Context: an optimization exercise on an open-source flow, tuned for small area. The choices shown serve that exercise and are no tape-out recipe. Where RTL was checked, it was by simulation tests only, not by an equivalence proof against the original. For run 5, only the layout was checked, not whether the RTL still works. Power and IR drop assume default switching activity.

==> design/flow/design.v <==
package decode_regfile_pkg;
    localparam int ADDR_W = 5;
    localparam logic [ADDR_W-1:0] REG_ZERO = 5'd0;
    localparam int DEF_DATA_W = 32;
    localparam int DEF_NREGS  = 32;
    localparam int DEF_CNT_W  = 2;
endpackage
import decode_regfile_pkg::*;
module reg_scoreboard
#(
    parameter int NREGS = DEF_NREGS
) (
    input  logic             clk_i,
    input  logic             rst_n_i,
    input  logic [NREGS-1:0] inc_oh_i,    
    input  logic [NREGS-1:0] dec_oh_i,    
    input  logic             err_set_i,   
    output logic [NREGS-1:0] busy_o,      
    output logic [NREGS-1:0] zero_o,      
    output logic [NREGS-1:0] full_o,      
    output logic             sb_err_o
);
    logic [1:0]       cnt_q [NREGS];
    logic [NREGS-1:0] l_d, h_d;
    logic             sb_err_q;
    assign busy_o[0] = 1'b0;
    assign zero_o[0] = 1'b1;
    assign full_o[0] = 1'b0;
    assign l_d[0]    = 1'b0;
    assign h_d[0]    = 1'b0;
    for (genvar i = 1; i < NREGS; i++) begin : g_cnt
        sb_counter_next u_next (
            .h_i    (cnt_q[i][1]),
            .l_i    (cnt_q[i][0]),
            .inc_i  (inc_oh_i[i]),
            .dec_i  (dec_oh_i[i]),
            .h_o    (h_d[i]),
            .l_o    (l_d[i]),
            .busy_o (busy_o[i]),
            .zero_o (zero_o[i]),
            .full_o (full_o[i])
        );
    end
    always_ff @(posedge clk_i or negedge rst_n_i) begin
        if (!rst_n_i) begin
            for (int i = 1; i < NREGS; i++) begin
                cnt_q[i] <= 2'd0;
            end
            sb_err_q <= 1'b0;
        end else begin
            for (int i = 1; i < NREGS; i++) begin
                cnt_q[i] <= {h_d[i], l_d[i]};
            end
            if (err_set_i) begin
                sb_err_q <= 1'b1;
            end
        end
    end
    assign sb_err_o = sb_err_q;
endmodule
module sb_counter_next (
    input  logic h_i,
    input  logic l_i,
    input  logic inc_i,
    input  logic dec_i,
    output logic h_o,
    output logic l_o,
    output logic busy_o,    
    output logic zero_o,    
    output logic full_o     
);
    logic t_n, nz_not_inc, en_n, ht;
    sb_xnor2  u_t    (.a(l_i), .b(dec_i), .y(t_n));
    sb_or2n   u_busy (.a(h_i), .b_n(t_n), .y(busy_o));
    sb_nor2   u_zero (.a(h_i), .b(l_i), .y(zero_o));
    sb_and2   u_full (.a(h_i), .b(l_i), .y(full_o));
    sb_nor2   u_nzi  (.a(inc_i), .b(zero_o), .y(nz_not_inc));
    sb_mux2i  u_en   (.a0(inc_i), .a1(nz_not_inc), .s(dec_i), .y(en_n));
    sb_xnor2  u_l    (.a(l_i), .b(en_n), .y(l_o));
    sb_nor2   u_ht   (.a(en_n), .b(t_n), .y(ht));
    sb_xor2   u_h    (.a(h_i), .b(ht), .y(h_o));
endmodule
module sb_xor2 (input logic a, b, output logic y);
    assign y = a ^ b;
endmodule
module sb_xnor2 (input logic a, b, output logic y);
    assign y = !(a ^ b);
endmodule
module sb_or2n (input logic a, b_n, output logic y);
    assign y = a || !b_n;
endmodule
module sb_nor2 (input logic a, b, output logic y);
    assign y = !(a || b);
endmodule
module sb_and2 (input logic a, b, output logic y);
    assign y = a && b;
endmodule
module sb_mux2i (input logic a0, a1, s, output logic y);
    assign y = !(s ? a1 : a0);
endmodule
import decode_regfile_pkg::*;
module decode_regfile
#(
    parameter int DATA_W = DEF_DATA_W,
    parameter int NREGS  = DEF_NREGS
) (
    input  logic              clock,
    input  logic              reset_n,
    input  logic [ADDR_W-1:0] rs_addr,
    input  logic [ADDR_W-1:0] rt_addr,
    input  logic              rs_used,
    input  logic              rt_used,
    input  logic              issue_valid,
    input  logic              issue_rwe,
    input  logic [ADDR_W-1:0] issue_d,
    output logic [DATA_W-1:0] rsval,
    output logic [DATA_W-1:0] rtval,
    output logic              stall,
    input  logic              wb_rwe,
    input  logic [ADDR_W-1:0] wb_d,
    input  logic [DATA_W-1:0] wb_rdval,
    output logic              sb_err
);
    logic [DATA_W-1:0] regs_q [NREGS];
    logic [NREGS-1:0]  valid_q;
    logic [NREGS-1:0]  valid_d;
    logic [3:0] wb_lo_n, rs_lo_n, rt_lo_n, is_lo_n, inc_lo_n;
    logic [7:0] wb_hi_n, rs_hi_n, rt_hi_n, is_hi_n;
    logic [NREGS-1:0] wb_oh;      
    logic [NREGS-1:0] rd_ok;      
    logic [NREGS-1:0] rs_oh;      
    logic [NREGS-1:0] rt_oh;
    logic [NREGS-1:0] rs_sel;     
    logic [NREGS-1:0] rt_sel;
    logic [NREGS-1:0] is_oh;      
    logic [NREGS-1:0] inc_oh;     
    logic [NREGS-1:0] busy;
    logic [NREGS-1:0] zero;
    logic [NREGS-1:0] full;
    logic rs_hit, rt_hit;
    logic rs_busy, rt_busy, any_full, err_set;
    logic issue_fire;
    rf_predec_lo u_wb_lo  (.en_i(wb_rwe),     .a_i(wb_d[1:0]),    .y_n_o(wb_lo_n));
    rf_predec_lo u_inc_lo (.en_i(issue_fire), .a_i(issue_d[1:0]), .y_n_o(inc_lo_n));
    rf_predec_lo u_is_lo  (.en_i(issue_rwe),  .a_i(issue_d[1:0]), .y_n_o(is_lo_n));
    rf_predec_lo2 u_rs_lo (.a_i(rs_addr[1:0]), .y_n_o(rs_lo_n));
    rf_predec_lo2 u_rt_lo (.a_i(rt_addr[1:0]), .y_n_o(rt_lo_n));
    rf_predec_hi u_wb_hi (.a_i(wb_d[4:2]),    .y_n_o(wb_hi_n));
    rf_predec_hi u_rs_hi (.a_i(rs_addr[4:2]), .y_n_o(rs_hi_n));
    rf_predec_hi u_rt_hi (.a_i(rt_addr[4:2]), .y_n_o(rt_hi_n));
    rf_predec_hi u_is_hi (.a_i(issue_d[4:2]), .y_n_o(is_hi_n));
    assign wb_oh[0]   = 1'b0;
    assign rd_ok[0]   = 1'b0;
    assign rs_oh[0]   = 1'b0;
    assign rt_oh[0]   = 1'b0;
    assign rs_sel[0]  = 1'b0;
    assign rt_sel[0]  = 1'b0;
    assign is_oh[0]   = 1'b0;
    assign inc_oh[0]  = 1'b0;
    assign valid_d[0] = 1'b0;
    for (genvar i = 1; i < NREGS; i++) begin : g_reg
        rf_nor2  u_wb   (.a(wb_lo_n[i%4]),  .b(wb_hi_n[i/4]),  .y(wb_oh[i]));
        rf_o21a  u_rdok (.a1(wb_lo_n[i%4]), .a2(wb_hi_n[i/4]), .b(valid_q[i]), .y(rd_ok[i]));
        rf_or2   u_vld  (.a(wb_oh[i]),      .b(valid_q[i]),    .y(valid_d[i]));
        rf_nor2  u_rs   (.a(rs_lo_n[i%4]),  .b(rs_hi_n[i/4]),  .y(rs_oh[i]));
        rf_nor2  u_rt   (.a(rt_lo_n[i%4]),  .b(rt_hi_n[i/4]),  .y(rt_oh[i]));
        rf_and2  u_rss  (.a(rs_oh[i]),      .b(rd_ok[i]),      .y(rs_sel[i]));
        rf_and2  u_rts  (.a(rt_oh[i]),      .b(rd_ok[i]),      .y(rt_sel[i]));
        rf_nor2  u_is   (.a(is_lo_n[i%4]),  .b(is_hi_n[i/4]),  .y(is_oh[i]));
        rf_nor2  u_inc  (.a(inc_lo_n[i%4]), .b(is_hi_n[i/4]),  .y(inc_oh[i]));
    end
    always_ff @(posedge clock) begin
        for (int i = 1; i < NREGS; i++) begin
            if (wb_oh[i]) begin
                regs_q[i] <= wb_rdval;
            end
        end
    end
    always_ff @(posedge clock or negedge reset_n) begin
        if (!reset_n) begin
            valid_q <= '0;
        end else begin
            valid_q <= valid_d;
        end
    end
    assign rs_hit = wb_rwe && (wb_d != REG_ZERO) && (wb_d == rs_addr);
    assign rt_hit = wb_rwe && (wb_d != REG_ZERO) && (wb_d == rt_addr);
    for (genvar b = 0; b < DATA_W; b++) begin : g_bit
        logic [NREGS-1:0] col;
        assign col[0] = wb_rdval[b];
        for (genvar i = 1; i < NREGS; i++) begin : g_col
            assign col[i] = regs_q[i][b];
        end
        rf_ao_reduce #(.N(NREGS)) u_rs (.sel_i({rs_sel[NREGS-1:1], rs_hit}), .data_i(col), .y_o(rsval[b]));
        rf_ao_reduce #(.N(NREGS)) u_rt (.sel_i({rt_sel[NREGS-1:1], rt_hit}), .data_i(col), .y_o(rtval[b]));
    end
    rf_ao_reduce #(.N(NREGS-1)) u_rs_busy (.sel_i(rs_oh[NREGS-1:1]), .data_i(busy[NREGS-1:1]), .y_o(rs_busy));
    rf_ao_reduce #(.N(NREGS-1)) u_rt_busy (.sel_i(rt_oh[NREGS-1:1]), .data_i(busy[NREGS-1:1]), .y_o(rt_busy));
    rf_ao_reduce #(.N(NREGS-1)) u_full    (.sel_i(is_oh[NREGS-1:1]), .data_i(full[NREGS-1:1]), .y_o(any_full));
    rf_ao_reduce #(.N(NREGS-1)) u_err     (.sel_i(wb_oh[NREGS-1:1]), .data_i(zero[NREGS-1:1]), .y_o(err_set));
    assign stall = issue_valid && ((rs_used && rs_busy) || (rt_used && rt_busy) || any_full);
    assign issue_fire = issue_valid && !stall && issue_rwe;
    reg_scoreboard #(
        .NREGS (NREGS)
    ) u_scoreboard (
        .clk_i     (clock),
        .rst_n_i   (reset_n),
        .inc_oh_i  (inc_oh),
        .dec_oh_i  (wb_oh),
        .err_set_i (err_set),
        .busy_o    (busy),
        .zero_o    (zero),
        .full_o    (full),
        .sb_err_o  (sb_err)
    );
endmodule
module rf_predec_lo (
    input  logic       en_i,
    input  logic [1:0] a_i,
    output logic [3:0] y_n_o
);
    always_comb begin
        for (int k = 0; k < 4; k++) begin
            y_n_o[k] = !(en_i && (a_i == 2'(k)));
        end
    end
endmodule
module rf_predec_lo2 (
    input  logic [1:0] a_i,
    output logic [3:0] y_n_o
);
    always_comb begin
        for (int k = 0; k < 4; k++) begin
            y_n_o[k] = (a_i != 2'(k));
        end
    end
endmodule
module rf_predec_hi (
    input  logic [2:0] a_i,
    output logic [7:0] y_n_o
);
    always_comb begin
        for (int j = 0; j < 8; j++) begin
            y_n_o[j] = (a_i != 3'(j));
        end
    end
endmodule
module rf_ao_reduce
#(
    parameter int N = 32
) (
    input  logic [N-1:0] sel_i,
    input  logic [N-1:0] data_i,
    output logic         y_o
);
    localparam int NG3 = N / 3;
    localparam int R   = N % 3;
    localparam int NN  = (NG3 + (R != 0) + 3) / 4;
    localparam int WT  = NG3 - 4*(NN-1);    
    logic [NG3-1:0] g_n;
    logic [NN-1:0]  part;
    for (genvar g = 0; g < NG3; g++) begin : g_grp3
        rf_aoi222 u_aoi (.a1(sel_i[3*g]), .a2(data_i[3*g]), .b1(sel_i[3*g+1]), .b2(data_i[3*g+1]),
                         .c1(sel_i[3*g+2]), .c2(data_i[3*g+2]), .y(g_n[g]));
    end
    for (genvar n = 0; n < NN - 1; n++) begin : g_nand
        rf_nand #(.W(4)) u_nand (.a(g_n[4*n +: 4]), .y(part[n]));
    end
    if (R == 2) begin : g_tail2
        rf_nand_ao2 #(.W(WT)) u_tail (
            .a  (g_n[NG3-1 -: WT]),
            .b1 (sel_i[N-2]), .b2 (data_i[N-2]),
            .c1 (sel_i[N-1]), .c2 (data_i[N-1]),
            .y  (part[NN-1])
        );
    end else if (R == 1) begin : g_tail1
        rf_nand_ao1 #(.W(WT)) u_tail (
            .a  (g_n[NG3-1 -: WT]),
            .b1 (sel_i[N-1]), .b2 (data_i[N-1]),
            .y  (part[NN-1])
        );
    end else begin : g_tail0
        rf_nand #(.W(WT)) u_tail (.a(g_n[NG3-1 -: WT]), .y(part[NN-1]));
    end
    rf_or #(.W(NN)) u_or (.a(part), .y(y_o));
endmodule
module rf_nand_ao2 #(
    parameter int W = 2
) (
    input  logic [W-1:0] a,
    input  logic         b1, b2, c1, c2,
    output logic         y
);
    assign y = !(&a) || (b1 && b2) || (c1 && c2);
endmodule
module rf_nand_ao1 #(
    parameter int W = 2
) (
    input  logic [W-1:0] a,
    input  logic         b1, b2,
    output logic         y
);
    assign y = !(&a) || (b1 && b2);
endmodule
module rf_aoi222 (
    input  logic a1, a2, b1, b2, c1, c2,
    output logic y
);
    assign y = !((a1 && a2) || (b1 && b2) || (c1 && c2));
endmodule
module rf_nand #(
    parameter int W = 4
) (
    input  logic [W-1:0] a,
    output logic         y
);
    assign y = !(&a);
endmodule
module rf_or #(
    parameter int W = 3
) (
    input  logic [W-1:0] a,
    output logic         y
);
    assign y = |a;
endmodule
module rf_nor2 (
    input  logic a, b,
    output logic y
);
    assign y = !(a || b);
endmodule
module rf_and2 (
    input  logic a, b,
    output logic y
);
    assign y = a && b;
endmodule
module rf_o21a (
    input  logic a1, a2, b,
    output logic y
);
    assign y = (a1 || a2) && b;
endmodule
module rf_or2 (
    input  logic a, b,
    output logic y
);
    assign y = a || b;
endmodule
==> design/flow/flow/run.sh <==
#!/bin/bash
# The standard layout (standard.sh: the ORFS flow, standard synthesis) with two
# arguments of ORFS's own steps changed:
#  - the port buffers that buffer_ports inserts are sky130_fd_sc_hd__buf_1 cells
#    (every input and output port still gets its own buffer);
#  - clock tree synthesis builds the tree from clkbuf_16 cells, in clusters of
#    up to 24 flip-flops, and adds no dummy load cells.
# ORFS writes each step's full log under orfs/logs/; the make output goes to
# run.log in the folder this script runs in.
set -euo pipefail
export BUFFER_PORTS_ARGS="-buffer_cell sky130_fd_sc_hd__buf_1"
export CTS_ARGS="-sink_clustering_enable -repair_clock_nets -dont_use_dummy_load -buf_list sky130_fd_sc_hd__clkbuf_16 -sink_clustering_size 24 -sink_clustering_max_diameter 100"
bash standard.sh > run.log 2>&1
==> design/flow/standard.sh <==
#!/bin/bash
# synth_recipe.tcl (not shown) runs the flow's synth.tcl, then flattens the netlist and writes it again
# the make line also repeats each setting of config.mk as NAME=value (left out here)
make -C /OpenROAD-flow-scripts/flow DESIGN_CONFIG=/design/flow/config.mk WORK_HOME=/design/flow/orfs CLKGATE_MAP_FILE= SYNTH_SCRIPT=/design/flow/synth_recipe.tcl "${@:-finish}"
==> design/flow/config.mk <==
export PLATFORM = sky130hd
export DESIGN_NAME = decode_regfile
export DESIGN_NICKNAME = decode_regfile
export VERILOG_FILES = /design/flow/design.v
export SDC_FILE = /design/flow/constraint.sdc
export NUM_CORES = 4
export LEC_CHECK = 0
export CAP_MARGIN = 10
export CORE_MARGIN = 2
export CORE_UTILIZATION = 55
export PLACE_DENSITY = 0.7
export SLEW_MARGIN = 10
export SYNTH_HIERARCHICAL = 1
export SYNTH_MINIMUM_KEEP_SIZE = 0
==> design/flow/constraint.sdc <==
create_clock -name core_clock -period 8.0 [get_ports {clock}]
set_input_delay 1.6000 -clock core_clock [delete_from_list [all_inputs] [get_ports {clock}]]
set_output_delay 1.6000 -clock core_clock [all_outputs]
set_load 0.01 [all_outputs]
==> flow_summary.toml, run 1 <==
[run_status]
status = "no timing/DRC/antenna violations"

[route]
wl_met2_mm = 73.40
vias = 34830
drtIter0Drc = 10360
avgViaCountPerCell = 8.517
first_pass_iters = 14
avgRoutedWirePerCell_um = 41.77
dr.max_layer_used = "met5"
wl_met3_mm = 32.83
postRouteAntennaNets = 0
wl_met1_mm = 53.55
wl_mm = 170.8
drc = 0

[setup_path]
path_buf_inv = 3
path_common_cell = "buf_1"
crit_arrival_ns = 5.48
crit_path_top_delay_cell = "and2_1"
critPathCaptureType = "primary output"
crit_cells = 9
crit_path_max_fanout = 18
cp_top_family = "simple AND/OR/NAND/NOR gates"
path_cells = "buf_1, nand3b_1, o21a_1, and2_1, buf_4, a222oi_1, nand4_1, or3_1, buf_1"
r2r_cells = 13
start_kind = "input pin"
path_class = "input pin to primary output"
critPathRequiredTime_ns = 6.40
max_stage_delay_ns = 0.59

[clocking]
cts_tree = "yes"
clk_pin_slew_ns = 0.07
clockBufferDepth = 3
cts_buffers = 51
clkSinkCount = 1086
cts_resized = 0
cts-htree-levels = 2
cts_root_buffer = "clkbuf_16"
postCtsSetupBuffers = 0
cts_hold_buf = 0
clk_latency_ns = 0.65

[timing]
skew_ns = 0.05728
period_share_pct = 88.54
drv_slew = 0
worst_pin_slew_ns = 1.369
max_slew_margin_pct = 8.716
fin_tns_setup_ns = 0
fmax_mhz = 141.2
setup_viol = 0
hold_viol = 0
min_period_ns = 7.083
rsz0062_at_grt = "false"

[placed_design]
io_buffer_count = 124
place_area_um2 = 47770
place.gp.congestion = 0.9144
dp_hpwl_mm = 90.70

[floorplanning]
core.rowCount = 104
die-area_um2 = 83830
num_io_pins = 125
die_h_um = 289.5
die_x_um = 289.5
core_area_um2 = 80680
initial_utilization_pct = 55.58

[final_layout]
ff_latch_area_um2 = 32140
final_design_area_no_fill_um2 = 49060
drive_gt1_share_pct = 7.807
areaGrowthSynthToFinish_pct = 9.417
multi_input_area_um2 = 12990
n_fill_cell = 5993
fin_nets = 3084

[grt]
grt_start_max_net_pins = 51
grtUsageTotal_pct = 40.07
grt_pass1_vias = 34210
overflow = 0
antenna_found_initial = 12
grt_pass1_wl_mm = 236.6

[power]
p_total_mw = 10.66
leakagePower_nw = 15.35
vdd_drop_max_uv = 215.7
p_per_area_nw_per_um2 = 217.3

[synth]
synth_fp_nets = 2795
synthesis.area_um2 = 44840
avgSynthCellArea_um2 = 16.39
syn_inst = 2736
yosysWarnings = 14

[hold_path]
hold_class = "register to register"
min_path_cells = 1

[run]
max-cap-violations = 0
## worst paths after layout
kind | slack, ns | start | to
max | 0.92 | wb_d[3] | rsval[15]
min | 0.47 | valid_q[31] | valid_q[31]
max reg2reg | 3.90 | u_scoreboard.cnt_q[7][0] | u_scoreboard.cnt_q[7][1]
min reg2reg | 0.47 | valid_q[31] | valid_q[31]
max in group asynchronous | 5.76 | reset_n | valid_q[18]
min in group asynchronous | 1.05 | reset_n | u_scoreboard.cnt_q[22][1]
## registers in the layout (all words and copies together), names as in the netlist
signal,cells
valid_q,31
u_scoreboard.sb_err_q,1
u_scoreboard.cnt_q,62
regs_q,992
## per-stage QoR
step / cells / worst slack [ns] / utilization (%) / hold slack [ns]
after floorplan: 2736 / 1.194 / - / 0.4341
final: 4089 / 0.9171 / 60.81 / 0.4674
after global placement: 4032 / 1.313 / 59.21 / 0.4482
after CTS: 4083 / 1.150 / 60.79 / 0.4682
after detailed placement: 4032 / 1.162 / 59.21 / 0.4513
after global routing: 4087 / 0.8766 / 60.81 / 0.4829
## metal layers
layer  GRT usage (%)  vias up
met5          0.4545        -
met4           22.49        6
met3           16.27      739
met2           58.56     3898
met1           51.00    16950
li1                -    13230
## power by group
| group | internal, mW | switching (mW) |
|---|---|---|
| registers | 6.40 | 0.196 |
| logic | 0.435 | 0.794 |
| clock network | 1.14 | 1.69 |
| total | 7.98 | 2.68 |
## area by class of cell
| cell class | instances | area share, % |
|---|---|---|
| Antenna cell | 6 | 0.03060 |
| Sequential cell | 1086 | 65.51 |
| Timing Repair Buffer | 236 | 2.678 |
| Clock buffer | 51 | 2.601 |
| Tap cell | 1060 | 2.703 |
| Multi-Input combinational cell | 1650 | 26.48 |
## placed cells by master (no fill, tap or decap), types with 57 or more instances in the layout
| master | n |
|---|---|
| edfxtp_1 | 992 |
| a222oi_1 | 680 |
| nor2_1 | 218 |
| nand4_1 | 138 |
| buf_1 | 120 |
| buf_4 | 112 |
| dfrtp_1 | 94 |
| nand3_1 | 75 |
| or3_1 | 72 |
| xnor2_1 | 68 |
| a22oi_1 | 64 |
| and2_1 | 57 |
==> run 2: changes to the inputs <==
--- a/design/flow/config.mk
+++ b/design/flow/config.mk
@@ -8,6 +8,5 @@
 export CAP_MARGIN = 10
 export CORE_MARGIN = 2
-export CORE_UTILIZATION = 55
-export PLACE_DENSITY = 0.7
+export CORE_UTILIZATION = 40
 export SLEW_MARGIN = 10
 export SYNTH_HIERARCHICAL = 1
==> run 2 against run 1 <==
Die area is 37% higher. Utilization is 16 points lower. Sequential power hardly changed. Register-to-register slack better by 0.12 ns. Synthesized cell count stayed put. Total power is 0.40% higher. Still clean on timing, DRC and antenna. Area after synthesis stayed put. Fmax is 4.0% higher. Non-clock buffer count is 2 lower. Worst setup slack better by 0.27 ns. Via count is 0.53% lower. Clock skew is 0.016 ns lower. Highest routed layer unchanged.
==> flow_summary.toml, run 2 <==
[synth]
yosysWarnings = 14
avgSynthCellArea_um2 = 16.39
synthesis.area_um2 = 44840
syn_inst = 2736
synth_fp_nets = 2795

[setup_path]
path_common_cell = "buf_1"
r2r_cells = 13
start_kind = "input pin"
critPathCaptureType = "primary output"
rrSetupSlack_ns = 4.02
path_cells = "buf_1, or3b_1, o21a_1, and2_1, buf_4, a222oi_1, nand4_1, or3_1, buf_1"
critPathRequiredTime_ns = 6.40
path_class = "input pin to primary output"
crit_path_top_delay_cell = "or3b_1"
crit_arrival_ns = 5.21
r2r-start = "u_scoreboard.cnt_q[10][0]"
crit_path_max_fanout = 19
max_stage_delay_ns = 0.67
r2r-end = "u_scoreboard.cnt_q[3][1]"

[timing]
drv_slew = 0
hold_viol = 0
setup_viol = 0
rsz0062_at_grt = "false"
period_share_pct = 85.13
max_slew_margin_pct = 4.317
fin_tns_setup_ns = 0
worst_pin_slew_ns = 1.435
finalWorstSetupSlack_ns = 1.190
fmax_mhz = 146.8
skew_ns = 0.04101
min_period_ns = 6.810

[hold_path]
worstHoldEndpoint = "valid_q[12]"
hp-start = "valid_q[12]"
hold_class = "register to register"
min_path_cells = 1

[floorplanning]
initial_utilization_pct = 40.41
core_area_um2 = 111000
die_h_um = 338.8
die_x_um = 338.8
die-area_um2 = 114800
core.rowCount = 122
num_io_pins = 125

[final_layout]
n_fill_cell = 9673
largestRegisters = "regs_q (992), u_scoreboard.cnt_q (62), valid_q (31)"
drive_gt1_share_pct = 8.504
areaGrowthSynthToFinish_pct = 10.68
layout_commonest_cell = "edfxtp_1"
largest_reg_flops = 992
top_register = "regs_q"
final_cell_mix = "edfxtp_1, a222oi_1, nor2_1"
fin_nets = 3083

[clocking]
cts_root_buffer = "clkbuf_16"
clk_pin_slew_ns = 0.10
clk_latency_ns = 0.66
cts_hold_buf = 0
cts-htree-levels = 2
clockBufferDepth = 3
cts_resized = 0
postCtsSetupBuffers = 0
cts_tree = "yes"
cts_buffers = 52
clkSinkCount = 1086

[route]
drc = 0
drtIter0Drc = 8969
postRouteAntennaNets = 0
wl_met2_mm = 74.98
vias = 34640
wl_mm = 176.1
dr.max_layer_used = "met5"
first_pass_iters = 13
avgRoutedWirePerCell_um = 39.03
wl_met1_mm = 60.37
avgViaCountPerCell = 7.676
wl_met3_mm = 30.92

[grt]
grt_pass1_wl_mm = 243.3
overflow = 0
grt_start_max_net_pins = 69
antenna_found_initial = 4
grt_pass1_vias = 33870
grtUsageTotal_pct = 29.47

[placed_design]
io_buffer_count = 124
dp_hpwl_mm = 92.72
pre_cts_slack_ns = 1.313
place.gp.congestion = 0.9014

[power]
p_per_area_nw_per_um2 = 215.6
leakagePower_nw = 15.37
vdd_drop_max_uv = 149.1

[run_status]
status = "no timing/DRC/antenna violations"

[run]
max-cap-violations = 0
run 2: power by group:
part	leakage (nW)	total [mW]	internal [mW]	switching, mW
clock	0.641	2.87	1.16	1.71
sequential	10.1	6.60	6.40	0.197
combinational	4.62	1.23	0.435	0.793
run 2: critical path, delay by kind of cell:
kind	cells	cell delay (ns)
AOI/OAI and AO/OA	2	0.68
buffers and inverters	3	0.98
and+or+nand+nor	4	1.91
run 2: how the worst max path moves through the flow:
stage / from / to / slack [ns]
floorplan: wb_d[1] / stall / 1.19
global placement: wb_d[2] / rtval[15] / 1.35
detailed placement: wb_d[2] / rtval[7] / 1.31
CTS: wb_d[2] / rtval[7] / 1.30
global route: wb_d[2] / rsval[15] / 1.09
finish: wb_d[2] / rsval[15] / 1.19
run 2: cell type report:
cell class,instances,area [um^2],share of cell area (%)
diodes,3,7.507,0.01513
multi-input cells,1650,13020,26.23
repair buffers,234,1300,2.620
clock buffers,52,1301,2.622
well taps,1488,1862,3.752
flip-flops and latches,1086,32140,64.76
run 2: routing by layer:
| layer | track usage, % | vias to the layer above |
|---|---|---|
| met5 | 0 | - |
| met4 | 14.21 | 2 |
| met3 | 9.225 | 686 |
| met2 | 43.66 | 3535 |
| met1 | 39.36 | 17190 |
| li1 | - | 13230 |
run 2: through the flow:
stage / std cells / power, mW / cell area [um^2] / hold WS (ns) / utilization [%]
floorplan: 2736 / 7.366 / 44840 / 0.4341 / -
global placement: 4458 / 7.873 / 48310 / 0.4493 / 43.54
detailed placement: 4458 / 7.913 / 48310 / 0.4539 / 43.54
CTS: 4510 / 10.68 / 49610 / 0.4777 / 44.71
global route: 4511 / 11.03 / 49620 / 0.4963 / 44.72
finish: 4513 / 10.70 / 49630 / 0.4818 / 44.72
==> run 3: changes to the inputs <==
==> design/flow/flow/run.sh (replaced) <==
#!/bin/bash
# The standard layout (standard.sh: the ORFS flow, standard synthesis) with two
# arguments of ORFS's own steps changed:
#  - the port buffers that buffer_ports inserts are sky130_fd_sc_hd__buf_1 cells
#    (every input and output port still gets its own buffer);
#  - clock tree synthesis builds the tree from clkbuf_16 cells, in clusters of
#    up to 27 flip-flops, and adds no dummy load cells.
# ORFS writes each step's full log under orfs/logs/; the make output goes to
# run.log in the folder this script runs in.
set -euo pipefail
export BUFFER_PORTS_ARGS="-buffer_cell sky130_fd_sc_hd__buf_1"
export CTS_ARGS="-sink_clustering_enable -repair_clock_nets -dont_use_dummy_load -buf_list sky130_fd_sc_hd__clkbuf_16 -sink_clustering_size 27 -sink_clustering_max_diameter 100"
bash standard.sh > run.log 2>&1
==> run 3 against run 2 <==
Critical path depth unchanged. Final area shrank 0.19%. Utilization shrank 0.083 points. Fmax grew 0.36%. Critical endpoint is now rsval[22]. Worst setup slack improved by 0.024 ns. Cell count about the same. Still clean. Total power down 0.98%. Wire length fell by 0.18%.
==> flow_summary.toml, run 3 <==
[run_status]
status = "no timing/DRC/antenna violations"

[route]
drc = 0
vias = 34680
avgRoutedWirePerCell_um = 38.96
postRouteAntennaNets = 0
avgViaCountPerCell = 7.687
drtIter0Drc = 9050
wl_mm = 175.8
first_pass_iters = 15

[synth]
synth_fp_nets = 2795
syn_inst = 2736
avgSynthCellArea_um2 = 16.39
synthesis.area_um2 = 44840
yosysWarnings = 14

[setup_path]
r2r-start = "u_scoreboard.cnt_q[10][0]"
start_kind = "input pin"
crit_path_max_fanout = 19
rrSetupSlack_ns = 4.00
path_class = "input pin to primary output"
crit_arrival_ns = 5.19
critPathRequiredTime_ns = 6.40
r2r_cells = 13
critPathCaptureType = "primary output"
r2r-end = "u_scoreboard.cnt_q[22][1]"

[clocking]
clk_latency_ns = 0.67
clockBufferDepth = 3
postCtsSetupBuffers = 0
cts_tree = "yes"
cts_hold_buf = 0
cts-htree-levels = 2
cts_root_buffer = "clkbuf_16"
clk_pin_slew_ns = 0.09
cts_resized = 0
clkSinkCount = 1086
cts_buffers = 48

[grt]
antenna_found_initial = 6
overflow = 0
grt_pass1_wl_mm = 242.6
grt_pass1_vias = 33830
grt_start_max_net_pins = 69
grtUsageTotal_pct = 29.35

[final_layout]
areaGrowthSynthToFinish_pct = 10.47
final_design_area_no_fill_um2 = 49540
largest_reg_flops = 992
fin_nets = 3079
drive_gt1_share_pct = 8.383
largestRegisters = "regs_q (992), u_scoreboard.cnt_q (62), valid_q (31)"
layout_commonest_cell = "edfxtp_1"
top_register = "regs_q"
n_fill_cell = 9684
finalNonFillerCells = 4512
final_cell_mix = "edfxtp_1, a222oi_1, nor2_1"

[timing]
rsz0062_at_grt = "false"
worst_pin_slew_ns = 1.383
skew_ns = 0.06855
drv_slew = 0
fmax_mhz = 147.4
setup_viol = 0
fin_tns_setup_ns = 0
period_share_pct = 84.83
min_period_ns = 6.786
hold_viol = 0
max_slew_margin_pct = 7.798
finalWorstSetupSlack_ns = 1.214

[power]
vdd_drop_max_uv = 172.7
p_total_mw = 10.60
p_per_area_nw_per_um2 = 213.9
leakagePower_nw = 15.32

[placed_design]
place.gp.congestion = 0.9014
io_buffer_count = 124
place_area_um2 = 48310
dp_hpwl_mm = 92.72
pre_cts_slack_ns = 1.313
dp.cells = 4458

[hold_path]
worstHoldEndpoint = "valid_q[25]"
hp-start = "valid_q[25]"
hold_class = "register to register"
min_path_cells = 1

[floorplanning]
initial_utilization_pct = 40.41
die_x_um = 338.8
num_io_pins = 125
core.rowCount = 122
die_h_um = 338.8
die-area_um2 = 114800
core_area_um2 = 111000

[run]
max-cap-violations = 0
==> run 3: report_power, final <==
part           internal (mW)  switching, mW  total, mW
registers               6.40          0.196       6.60
clock network           1.08           1.69       2.77
logic                  0.435          0.793       1.23
total                   7.92           2.68       10.6
==> run 3: layout make-up <==
| type | instances | area, um^2 | area share [%] |
|---|---|---|---|
| antenna | 6 | 15.01 | 0.03031 |
| clock buffer | 48 | 1201 | 2.425 |
| multi-input combinational | 1650 | 13020 | 26.28 |
| sequential | 1086 | 32140 | 64.89 |
| tap | 1488 | 1862 | 3.759 |
| timing repair buffer | 234 | 1300 | 2.624 |
==> run 3: per-stage QoR <==
stage	util [%]	hold WS [ns]
6_report	44.64	0.4752
4_1_cts	44.62	0.4748
5_1_grt	44.63	0.4919
3_3_place_gp	43.54	0.4493
2_1_floorplan	-	0.4341
3_5_place_dp	43.54	0.4539
==> run 3: worst max-delay path by stage <==
stage | from | endpoint | slack [ns]
after global placement | wb_d[2] | rtval[15] | 1.35
after global routing | wb_d[2] | rsval[15] | 1.09
final | wb_d[2] | rsval[22] | 1.21
after CTS | wb_d[2] | rtval[7] | 1.30
after floorplan | wb_d[1] | stall | 1.19
after detailed placement | wb_d[2] | rtval[7] | 1.31
==> run 3: critical path, cell delays in order <==
cell and delay, ns:
buf_1 0.34, or3b_1 0.68, o21a_1 0.29, and2_1 0.57
buf_4 0.46, a222oi_1 0.39, nand4_1 0.17, or3_1 0.48
buf_1 0.19
==> run 3: layer usage <==
| metal | GRT usage (%) | part of all wire, % | up-vias | routed length [um] |
|---|---|---|---|---|
| met1 | 39.37 | 35 | 17290 | 61010 |
| met2 | 43.48 | 43 | 3527 | 75400 |
| met3 | 8.984 | 17 | 638 | 30100 |
| met5 | 0 | 0.0074 | - | 13 |
| li1 | - | - | 13230 | - |
| met4 | 14.07 | 5.3 | 2 | 9287 |
==> run 4: changes to the inputs <==
--- a/design/flow/config.mk
+++ b/design/flow/config.mk
@@ -6,8 +6,8 @@
 export NUM_CORES = 4
 export LEC_CHECK = 0
-export CAP_MARGIN = 10
+export CAP_MARGIN = 5
 export CORE_MARGIN = 2
 export CORE_UTILIZATION = 40
-export SLEW_MARGIN = 10
+export SLEW_MARGIN = 5
 export SYNTH_HIERARCHICAL = 1
 export SYNTH_MINIMUM_KEEP_SIZE = 0
==> run 4 against run 3 <==
Still clean. Sequential share of layout area stayed put. Total power about the same. Via count down 0.23%. Area after synthesis did not move. Critical path depth did not move. Sequential power hardly changed. Clock skew rose by 0.0014 ns. Worst setup slack worse by 0.0019 ns. Clock power is essentially flat. Utilization did not move. Clock-buffer cell count unchanged. Cell count is essentially flat. Critical endpoint unchanged.
==> flow_summary.toml, run 4 <==
[setup_path]
path_class = "input pin to primary output"
crit_path_max_fanout = 19
path_common_cell = "buf_1"
path_cells = "buf_1, or3b_1, o21a_1, and2_1, buf_4, a222oi_1, nand4_1, or3_1, buf_1"
max_stage_delay_ns = 0.67
crit_arrival_ns = 5.19
start_kind = "input pin"
cp_top_family = "simple AND/OR/NAND/NOR gates"
path_buf_inv = 3
critPathRequiredTime_ns = 6.40
critPathCaptureType = "primary output"
crit_path_top_delay_cell = "or3b_1"

[power]
leakagePower_nw = 15.32
p_total_mw = 10.59
seqPwrFrac_pct = 62.3
vdd_drop_max_uv = 173.7
clockPowerShare_pct = 26.1
p_int_mw = 7.915
swShare_pct = 25.28
p_switching_mw = 2.678
combPwrFrac_pct = 11.6
p_per_area_nw_per_um2 = 213.8

[grt]
grt_pass1_wl_mm = 242.6
grt_start_max_net_pins = 69
grt_pass1_vias = 33830
overflow = 0
grtUsageTotal_pct = 29.35
antenna_found_initial = 6

[floorplanning]
core.rowCount = 122
die_x_um = 338.8
die_h_um = 338.8
num_io_pins = 125
die-area_um2 = 114800
core_area_um2 = 111000
initial_utilization_pct = 40.41

[final_layout]
finalNonFillerCells = 4513
final_design_area_no_fill_um2 = 49540
largest_reg_flops = 992
final_cell_mix = "edfxtp_1, a222oi_1, nor2_1"
layout_commonest_cell = "edfxtp_1"
largestRegisters = "regs_q (992), u_scoreboard.cnt_q (62), valid_q (31)"
areaGrowthSynthToFinish_pct = 10.47
top_register = "regs_q"
drive_gt1_share_pct = 8.317
fin_nets = 3079
n_fill_cell = 9683

[timing]
rsz0062_at_grt = "false"
min_period_ns = 6.788
setup_viol = 0
worst_pin_slew_ns = 1.386
max_slew_margin_pct = 7.588
skew_ns = 0.06993
drv_slew = 0
hold_ws_ns = 0.4726
period_share_pct = 84.85
fin_tns_setup_ns = 0
fmax_mhz = 147.3
hold_viol = 0

[placed_design]
place_area_um2 = 48310
dp_hpwl_mm = 92.72
io_buffer_count = 124
place.gp.congestion = 0.9014
dp.cells = 4458

[route]
postRouteAntennaNets = 0
first_pass_iters = 13
drtIter0Drc = 9032
avgRoutedWirePerCell_um = 38.87
avgViaCountPerCell = 7.668
wl_mm = 175.4
vias = 34600
drc = 0

[clocking]
cts_tree = "yes"
clk_latency_ns = 0.67
cts-htree-levels = 2
cts_resized = 0
cts_hold_buf = 0
clockBufferDepth = 3
cts_root_buffer = "clkbuf_16"
clkSinkCount = 1086
cts_buffers = 48
postCtsSetupBuffers = 0
clk_pin_slew_ns = 0.09

[synth]
synth_fp_nets = 2795
yosysWarnings = 14
syn_inst = 2736
avgSynthCellArea_um2 = 16.39
synthesis.area_um2 = 44840

[run_status]
status = "no timing/DRC/antenna violations"

[hold_path]
hold_class = "register to register"

[run]
max-cap-violations = 0
-- run 4: cell type report --
cell class | instances | area [um^2] | area share [%]
well taps | 1488 | 1862 | 3.759
diodes | 7 | 17.52 | 0.03536
flip-flops and latches | 1086 | 32140 | 64.89
clock buffers | 48 | 1201 | 2.425
repair buffers | 234 | 1297 | 2.619
multi-input cells | 1650 | 13020 | 26.28
-- run 4: final timing paths --
kind	from	to	slack, ns	cells past startpoint
worst max-delay path	wb_d[2]	rsval[22]	1.21	9
min in group asynchronous	reset_n	u_scoreboard.cnt_q[15][0]	0.90	1
worst min-delay path	valid_q[25]	valid_q[25]	0.47	1
worst min register to register	valid_q[25]	valid_q[25]	0.47	1
worst max register to register	u_scoreboard.cnt_q[10][0]	u_scoreboard.cnt_q[3][1]	4.03	13
max in group asynchronous	reset_n	valid_q[29]	5.85	2
-- run 4: layer usage --
layer | vias up | track usage, % | share of wire (%)
li1 | 13220 | - | -
met1 | 17140 | 39.37 | 35
met2 | 3584 | 43.48 | 43
met3 | 659 | 8.984 | 18
met4 | 2 | 14.07 | 5.3
met5 | - | 0 | 0.0074
-- run 4: per-stage QoR --
stage | util [%] | setup slack, ns
floorplan | - | 1.194
global placement | 43.54 | 1.353
detailed placement | 43.54 | 1.313
CTS | 44.62 | 1.298
global route | 44.62 | 1.090
finish | 44.64 | 1.212
-- run 4: power by group through the flow --
stage | registers, mW | logic, mW | clock network [mW]
after floorplan | 6.68 | 0.689 | 0
after global placement | 6.71 | 1.17 | 0
after detailed placement | 6.72 | 1.19 | 0
after CTS | 6.60 | 1.20 | 2.78
after global routing | 6.63 | 1.30 | 2.97
final | 6.60 | 1.23 | 2.77
==> run 5: changes to the inputs <==
--- a/design/flow/design.v
+++ b/design/flow/design.v
@@ -128,4 +128,5 @@
     logic [7:0] wb_hi_n, rs_hi_n, rt_hi_n, is_hi_n;
     logic [NREGS-1:0] wb_oh;      
+    logic [NREGS-1:0] wb_we_hi;   
     logic [NREGS-1:0] rd_ok;      
     logic [NREGS-1:0] rs_oh;      
@@ -151,4 +152,5 @@
     rf_predec_hi u_is_hi (.a_i(issue_d[4:2]), .y_n_o(is_hi_n));
     assign wb_oh[0]   = 1'b0;
+    assign wb_we_hi[0] = 1'b0;
     assign rd_ok[0]   = 1'b0;
     assign rs_oh[0]   = 1'b0;
@@ -161,6 +163,7 @@
     for (genvar i = 1; i < NREGS; i++) begin : g_reg
         rf_nor2  u_wb   (.a(wb_lo_n[i%4]),  .b(wb_hi_n[i/4]),  .y(wb_oh[i]));
+        rf_nor2  u_wbh  (.a(wb_lo_n[i%4]),  .b(wb_hi_n[i/4]),  .y(wb_we_hi[i]));
         rf_o21a  u_rdok (.a1(wb_lo_n[i%4]), .a2(wb_hi_n[i/4]), .b(valid_q[i]), .y(rd_ok[i]));
-        rf_or2   u_vld  (.a(wb_oh[i]),      .b(valid_q[i]),    .y(valid_d[i]));
+        rf_or2   u_vld  (.a(wb_we_hi[i]),   .b(valid_q[i]),    .y(valid_d[i]));
         rf_nor2  u_rs   (.a(rs_lo_n[i%4]),  .b(rs_hi_n[i/4]),  .y(rs_oh[i]));
         rf_nor2  u_rt   (.a(rt_lo_n[i%4]),  .b(rt_hi_n[i/4]),  .y(rt_oh[i]));
@@ -173,5 +176,8 @@
         for (int i = 1; i < NREGS; i++) begin
             if (wb_oh[i]) begin
-                regs_q[i] <= wb_rdval;
+                regs_q[i][DATA_W/2-1:0] <= wb_rdval[DATA_W/2-1:0];
+            end
+            if (wb_we_hi[i]) begin
+                regs_q[i][DATA_W-1:DATA_W/2] <= wb_rdval[DATA_W-1:DATA_W/2];
             end
         end
--- a/design/flow/config.mk
+++ b/design/flow/config.mk
@@ -6,8 +6,8 @@
 export NUM_CORES = 4
 export LEC_CHECK = 0
-export CAP_MARGIN = 5
+export CAP_MARGIN = 10
 export CORE_MARGIN = 2
 export CORE_UTILIZATION = 40
-export SLEW_MARGIN = 5
+export SLEW_MARGIN = 10
 export SYNTH_HIERARCHICAL = 1
 export SYNTH_MINIMUM_KEEP_SIZE = 0
==> run 5 against run 4 <==
Critical endpoint is now rsval[10]. Non-clock buffer count rose by 59. Critical path depth rose by 1. Sequential cell count did not move. Sequential power barely moved. Final area rose by 0.78%. Register-to-register slack got worse by 0.28 ns. Synthesized cell count rose by 1.1%.
==> flow_summary.toml, run 5 <==
[placed_design]
place_area_um2 = 48740
pre_cts_slack_ns = 1.035
dp_hpwl_mm = 103.2
io_buffer_count = 124
place.gp.congestion = 0.9393

[final_layout]
largest_reg_flops = 992
largestRegisters = "regs_q (992), u_scoreboard.cnt_q (62), valid_q (31)"
fin_util_pct = 44.92
layout_commonest_cell = "edfxtp_1"
fin_nets = 3168
final_design_area_no_fill_um2 = 49920
areaGrowthSynthToFinish_pct = 11.04
top_register = "regs_q"
final_cell_mix = "edfxtp_1, a222oi_1, nor2_1"
drive_gt1_share_pct = 9.044

[power]
p_switching_mw = 2.733
seqPwrFrac_pct = 62.1
p_int_mw = 7.900
vdd_drop_max_uv = 169.1
p_total_mw = 10.63
combPwrFrac_pct = 12.2
p_per_area_nw_per_um2 = 213.0
leakagePower_nw = 15.58
clockPowerShare_pct = 25.8
swShare_pct = 25.70

[grt]
grtUsageTotal_pct = 27.97
grt_pass1_wl_mm = 233.5
grt_pass1_vias = 32730
overflow = 0
grt_start_max_net_pins = 74
antenna_found_initial = 1

[synth]
syn_inst = 2767
synthesis.area_um2 = 44960
synth_fp_nets = 2826
yosysWarnings = 14
avgSynthCellArea_um2 = 16.25

[clocking]
clockBufferDepth = 3
postCtsSetupBuffers = 0
cts_tree = "yes"
cts_resized = 0
cts_buffers = 47
cts-htree-levels = 2
cts_root_buffer = "clkbuf_16"
clk_latency_ns = 0.63
clkSinkCount = 1086
clk_pin_slew_ns = 0.08
cts_hold_buf = 0

[floorplanning]
die_x_um = 339.3
num_io_pins = 125
initial_utilization_pct = 40.46
die-area_um2 = 115100
core_area_um2 = 111100
core.rowCount = 122
die_h_um = 339.3

[timing]
worst_pin_slew_ns = 1.220
min_period_ns = 7.115
drv_slew = 0
fin_tns_setup_ns = 0
finalWorstSetupSlack_ns = 0.8850
period_share_pct = 88.94
rsz0062_at_grt = "false"
setup_viol = 0
max_slew_margin_pct = 18.68
fmax_mhz = 140.5
skew_ns = 0.03924
hold_viol = 0

[setup_path]
crit_start = "wb_rwe"
critPathRequiredTime_ns = 6.40
crit_arrival_ns = 5.51
path_class = "input pin to primary output"
r2r-start = "u_scoreboard.cnt_q[13][0]"
crit_path_max_fanout = 21
start_kind = "input pin"
critPathCaptureType = "primary output"

[route]
wl_mm = 168.5
avgRoutedWirePerCell_um = 36.66
postRouteAntennaNets = 0
drtIter0Drc = 8640
vias = 33740
first_pass_iters = 12
drc = 0
avgViaCountPerCell = 7.339

[run_status]
status = "no timing/DRC/antenna violations"

[hold_path]
hold_class = "register to register"
hp-start = "u_scoreboard.sb_err_q"

[run]
max-cap-violations = 0
-- run 5: critical path, cell delays in order --
cell and delay (ns):
buf_1 0.22, or3b_1 0.79, buf_4 0.35, o21a_1 0.18
and2_1 0.42, buf_4 0.40, a222oi_1 0.40, nand4_1 0.31
or3_1 0.61, buf_1 0.20
-- run 5: metrics by stage --
stage                     hold WS [ns]  cells
after global placement          0.4470   4548
final                           0.4708   4597
after CTS                       0.4761   4595
after global routing            0.4929   4595
after floorplan                 0.4341   2767
after detailed placement        0.4520   4548
-- run 5: path summary, 6_finish.rpt --
check / endpoint / slack, ns / cells after the start
max: rsval[10] / 0.89 / 10
min: u_scoreboard.sb_err_q / 0.47 / 1
max reg2reg: u_scoreboard.cnt_q[4][1] / 3.75 / 13
min reg2reg: u_scoreboard.sb_err_q / 0.47 / 1
max in group asynchronous: valid_q[4] / 5.74 / 2
min in group asynchronous: valid_q[10] / 0.90 / 1
-- run 5: cell type report --
| class | instances | area, um^2 |
|---|---|---|
| antenna | 2 | 5.005 |
| clock buffer | 47 | 1176 |
| fill | 9763 | 61210 |
| multi-input combinational | 1681 | 13000 |
| sequential | 1086 | 32140 |
| tap | 1488 | 1862 |
| timing repair buffer | 293 | 1738 |
-- run 5: power by group through the flow --
stage	Sequential [mW]	Clock [mW]	Combinational, mW
2_1_floorplan	6.68	0	0.691
3_3_place_gp	6.70	0	1.23
3_5_place_dp	6.72	0	1.26
4_1_cts	6.59	2.77	1.26
5_1_grt	6.63	2.95	1.36
6_report	6.60	2.74	1.29
-- run 5: layer usage --
layer / track usage [%] / share of wire [%]
met1: 38.51 / 36
met2: 41.60 / 43
met3: 6.032 / 14
met4: 14.87 / 6.2
met5: 0 / 0
==> run 6: changes to the inputs <==
--- a/design/flow/design.v
+++ b/design/flow/design.v
@@ -123,4 +123,5 @@
 );
     logic [DATA_W-1:0] regs_q [NREGS];
+    logic [DATA_W-1:0] regs_d [NREGS];
     logic [NREGS-1:0]  valid_q;
     logic [NREGS-1:0]  valid_d;
@@ -128,5 +129,5 @@
     logic [7:0] wb_hi_n, rs_hi_n, rt_hi_n, is_hi_n;
     logic [NREGS-1:0] wb_oh;      
-    logic [NREGS-1:0] wb_we_hi;   
+    logic [NREGS-1:0] wb_hold;    
     logic [NREGS-1:0] rd_ok;      
     logic [NREGS-1:0] rs_oh;      
@@ -152,5 +153,6 @@
     rf_predec_hi u_is_hi (.a_i(issue_d[4:2]), .y_n_o(is_hi_n));
     assign wb_oh[0]   = 1'b0;
-    assign wb_we_hi[0] = 1'b0;
+    assign wb_hold[0] = 1'b1;
+    assign regs_d[0]  = '0;
     assign rd_ok[0]   = 1'b0;
     assign rs_oh[0]   = 1'b0;
@@ -163,7 +165,11 @@
     for (genvar i = 1; i < NREGS; i++) begin : g_reg
         rf_nor2  u_wb   (.a(wb_lo_n[i%4]),  .b(wb_hi_n[i/4]),  .y(wb_oh[i]));
-        rf_nor2  u_wbh  (.a(wb_lo_n[i%4]),  .b(wb_hi_n[i/4]),  .y(wb_we_hi[i]));
+        rf_or2   u_hold (.a(wb_lo_n[i%4]),  .b(wb_hi_n[i/4]),  .y(wb_hold[i]));
+        for (genvar b = 0; b < DATA_W; b++) begin : g_wbit
+            rf_a22o u_next (.a1(wb_oh[i]), .a2(wb_rdval[b]), .b1(wb_hold[i]), .b2(regs_q[i][b]),
+                            .y(regs_d[i][b]));
+        end
         rf_o21a  u_rdok (.a1(wb_lo_n[i%4]), .a2(wb_hi_n[i/4]), .b(valid_q[i]), .y(rd_ok[i]));
-        rf_or2   u_vld  (.a(wb_we_hi[i]),   .b(valid_q[i]),    .y(valid_d[i]));
+        rf_or2   u_vld  (.a(wb_oh[i]),      .b(valid_q[i]),    .y(valid_d[i]));
         rf_nor2  u_rs   (.a(rs_lo_n[i%4]),  .b(rs_hi_n[i/4]),  .y(rs_oh[i]));
         rf_nor2  u_rt   (.a(rt_lo_n[i%4]),  .b(rt_hi_n[i/4]),  .y(rt_oh[i]));
@@ -175,10 +181,5 @@
     always_ff @(posedge clock) begin
         for (int i = 1; i < NREGS; i++) begin
-            if (wb_oh[i]) begin
-                regs_q[i][DATA_W/2-1:0] <= wb_rdval[DATA_W/2-1:0];
-            end
-            if (wb_we_hi[i]) begin
-                regs_q[i][DATA_W-1:DATA_W/2] <= wb_rdval[DATA_W-1:DATA_W/2];
-            end
+            regs_q[i] <= regs_d[i];
         end
     end
@@ -349,4 +350,10 @@
     assign y = (a1 || a2) && b;
 endmodule
+module rf_a22o (
+    input  logic a1, a2, b1, b2,
+    output logic y
+);
+    assign y = (a1 && a2) || (b1 && b2);
+endmodule
 module rf_or2 (
     input  logic a, b,
--- a/design/flow/config.mk
+++ b/design/flow/config.mk
@@ -6,8 +6,8 @@
 export NUM_CORES = 4
 export LEC_CHECK = 0
-export CAP_MARGIN = 10
+export CAP_MARGIN = 5
 export CORE_MARGIN = 2
 export CORE_UTILIZATION = 40
-export SLEW_MARGIN = 10
+export SLEW_MARGIN = 5
 export SYNTH_HIERARCHICAL = 1
 export SYNTH_MINIMUM_KEEP_SIZE = 0
==> run 6 against run 5 <==
Fmax is 1.2% higher. Die area decreased by 2.6%. Synthesized cell count is 36% higher. Largest cell class unchanged.
==> flow_summary.toml, run 6 <==
[floorplanning]
core.rowCount = 121
core_area_um2 = 108700
num_io_pins = 125
initial_utilization_pct = 40.29
die-area_um2 = 112100
die_h_um = 334.9
die_x_um = 334.9

[setup_path]
crit_path_max_fanout = 32
crit_arrival_ns = 5.43
crit_start = "wb_d[0]"
start_kind = "input pin"
path_class = "input pin to primary output"
r2r-start = "u_scoreboard.cnt_q[10][0]"
critPathRequiredTime_ns = 6.40
critPathCaptureType = "primary output"

[synth]
yosysWarnings = 17
synthesis.area_um2 = 43790
syn_inst = 3759
avgSynthCellArea_um2 = 11.65
synth_fp_nets = 3818

[power]
p_int_mw = 8.658
vdd_drop_max_uv = 180.9
p_switching_mw = 3.782
leakagePower_nw = 18.89
combPwrFrac_pct = 16.9
clockPowerShare_pct = 22.8
seqPwrFrac_pct = 60.3
swShare_pct = 30.40
p_per_area_nw_per_um2 = 257.1

[placed_design]
place.gp.congestion = 0.9257
io_buffer_count = 124
place_area_um2 = 47200
dp_hpwl_mm = 113.8

[clocking]
cts_root_buffer = "clkbuf_16"
cts-htree-levels = 2
clk_pin_slew_ns = 0.08
cts_resized = 0
cts_buffers = 47
clk_latency_ns = 0.65
postCtsSetupBuffers = 0
clockBufferDepth = 3
cts_hold_buf = 0
clkSinkCount = 1086
cts_tree = "yes"

[timing]
drv_slew = 0
setup_viol = 0
hold_viol = 0
period_share_pct = 87.88
rsz0062_at_grt = "false"
skew_ns = 0.03083
fmax_mhz = 142.2
fin_tns_setup_ns = 0
worst_pin_slew_ns = 1.256
max_slew_margin_pct = 16.25
min_period_ns = 7.031

[route]
wl_mm = 201.6
avgViaCountPerCell = 7.790
postRouteAntennaNets = 0
drc = 0
vias = 42560
first_pass_iters = 13
avgRoutedWirePerCell_um = 36.91
drtIter0Drc = 9590

[final_layout]
top_register = "regs_q"
fin_nets = 4105
largest_reg_flops = 992
areaGrowthSynthToFinish_pct = 10.50
final_design_area_no_fill_um2 = 48390
final_cell_mix = "a22o_1, dfxtp_1, a222oi_1"
drive_gt1_share_pct = 6.553
largestRegisters = "regs_q (992), u_scoreboard.cnt_q (62), valid_q (31)"

[run_status]
status = "no timing/DRC/antenna violations"

[grt]
grt_pass1_wl_mm = 285.7
overflow = 0
grtUsageTotal_pct = 34.09
antenna_found_initial = 4
grt_pass1_vias = 40470
grt_start_max_net_pins = 72

[run]
max-cap-violations = 0

[hold_path]
hp-start = "valid_q[28]"
hold_class = "register to register"
## run 6: metrics by stage
stage	hold slack [ns]	power, mW	setup WS, ns	util [%]	instances
6_report	0.4738	12.44	0.9695	44.52	5463
5_1_grt	0.4813	12.90	1.026	44.51	5459
4_1_cts	0.4726	12.35	1.212	44.51	5458
3_5_place_dp	0.4516	9.604	1.215	43.42	5411
3_3_place_gp	0.4465	9.536	1.291	43.42	5411
2_1_floorplan	0.4341	8.745	1.494	-	3759
## run 6: final timing paths
| kind | to | depth (start not counted) | slack (ns) |
|---|---|---|---|
| worst max-delay path | rtval[26] | 9 | 0.97 |
| worst min-delay path | valid_q[28] | 1 | 0.47 |
| worst max register to register | u_scoreboard.cnt_q[12][1] | 13 | 3.97 |
| worst min register to register | valid_q[28] | 1 | 0.47 |
| max in group asynchronous | u_scoreboard.cnt_q[31][0] | 2 | 5.78 |
| min in group asynchronous | valid_q[1] | 1 | 0.89 |
## run 6: cell type report
type	count	area, um^2
Timing Repair Buffer	238	1335
Sequential cell	1086	22210
Multi-Input combinational cell	2673	21890
Fill cell	10150	60310
Clock buffer	47	1176
Tap cell	1414	1769
Antenna cell	5	12.51
## run 6: worst max-delay path, cell delays in order
cell,delay [ns]
buf_1,0.24
nand3b_1,0.76
buf_4,0.46
o21a_1,0.19
and2_2,0.53
a222oi_1,0.45
nand4_1,0.47
or3_1,0.54
buf_1,0.16
## run 6: power groups by stage
stage / Sequential, mW / Clock, mW / Combinational, mW
2_1_floorplan: 7.32 / 0 / 1.42
3_3_place_gp: 7.54 / 0 / 1.99
3_5_place_dp: 7.55 / 0 / 2.05
4_1_cts: 7.45 / 2.84 / 2.05
5_1_grt: 7.63 / 3.02 / 2.25
6_report: 7.50 / 2.83 / 2.10
## run 6: per-layer routing
layer | vias to the layer above | wire length [um] | global-route usage, %
li1 | 17350 | - | -
met3 | 641 | 28760 | 9.888
met1 | 20910 | 77070 | 45.65
met2 | 3655 | 81620 | 48.02
met4 | 0 | 14190 | 21.05
met5 | - | 0 | 0

static timing again, ports no longer ideal:
No port has a modelled driver above. Below, the same layouts with a new extraction and two added sets of constraints.
Step 1: set_driving_cell puts a clkbuf_16 on clock and a buf_2 on each other input, an assumption about the parent block.
Step 2 adds t to the input delays and takes it off the output delays; t is the mean of the earliest and latest rising clock arrival at the registers after step 1. Input paths then give back, and output paths get back, about the clock's delay inside the block.
a / b / c = no drivers / after step 1 / after step 2; a / b = the first two.
run | t (ns) | setup slack, ns | worst register clock-pin slew, ns
run 1 | 0.702 | 0.917 / 0.882 / 0.882 | 0.10 / 0.10
run 2 | 0.722 | 1.190 / 1.141 / 1.141 | 0.10 / 0.10
run 3 | 0.705 | 1.214 / 1.166 / 1.166 | 0.11 / 0.11
run 4 | 0.704 | 1.212 / 1.164 / 1.164 | 0.11 / 0.11
run 5 | 0.710 | 0.885 / 0.863 / 0.863 | 0.11 / 0.11
run 6 | 0.726 | 0.969 / 0.946 / 0.946 | 0.12 / 0.12
After both steps every run listed still meets setup and hold. The setup slack of run 2, which loses most, moves by -0.049 ns with the drivers and by -0.049 ns with both steps.
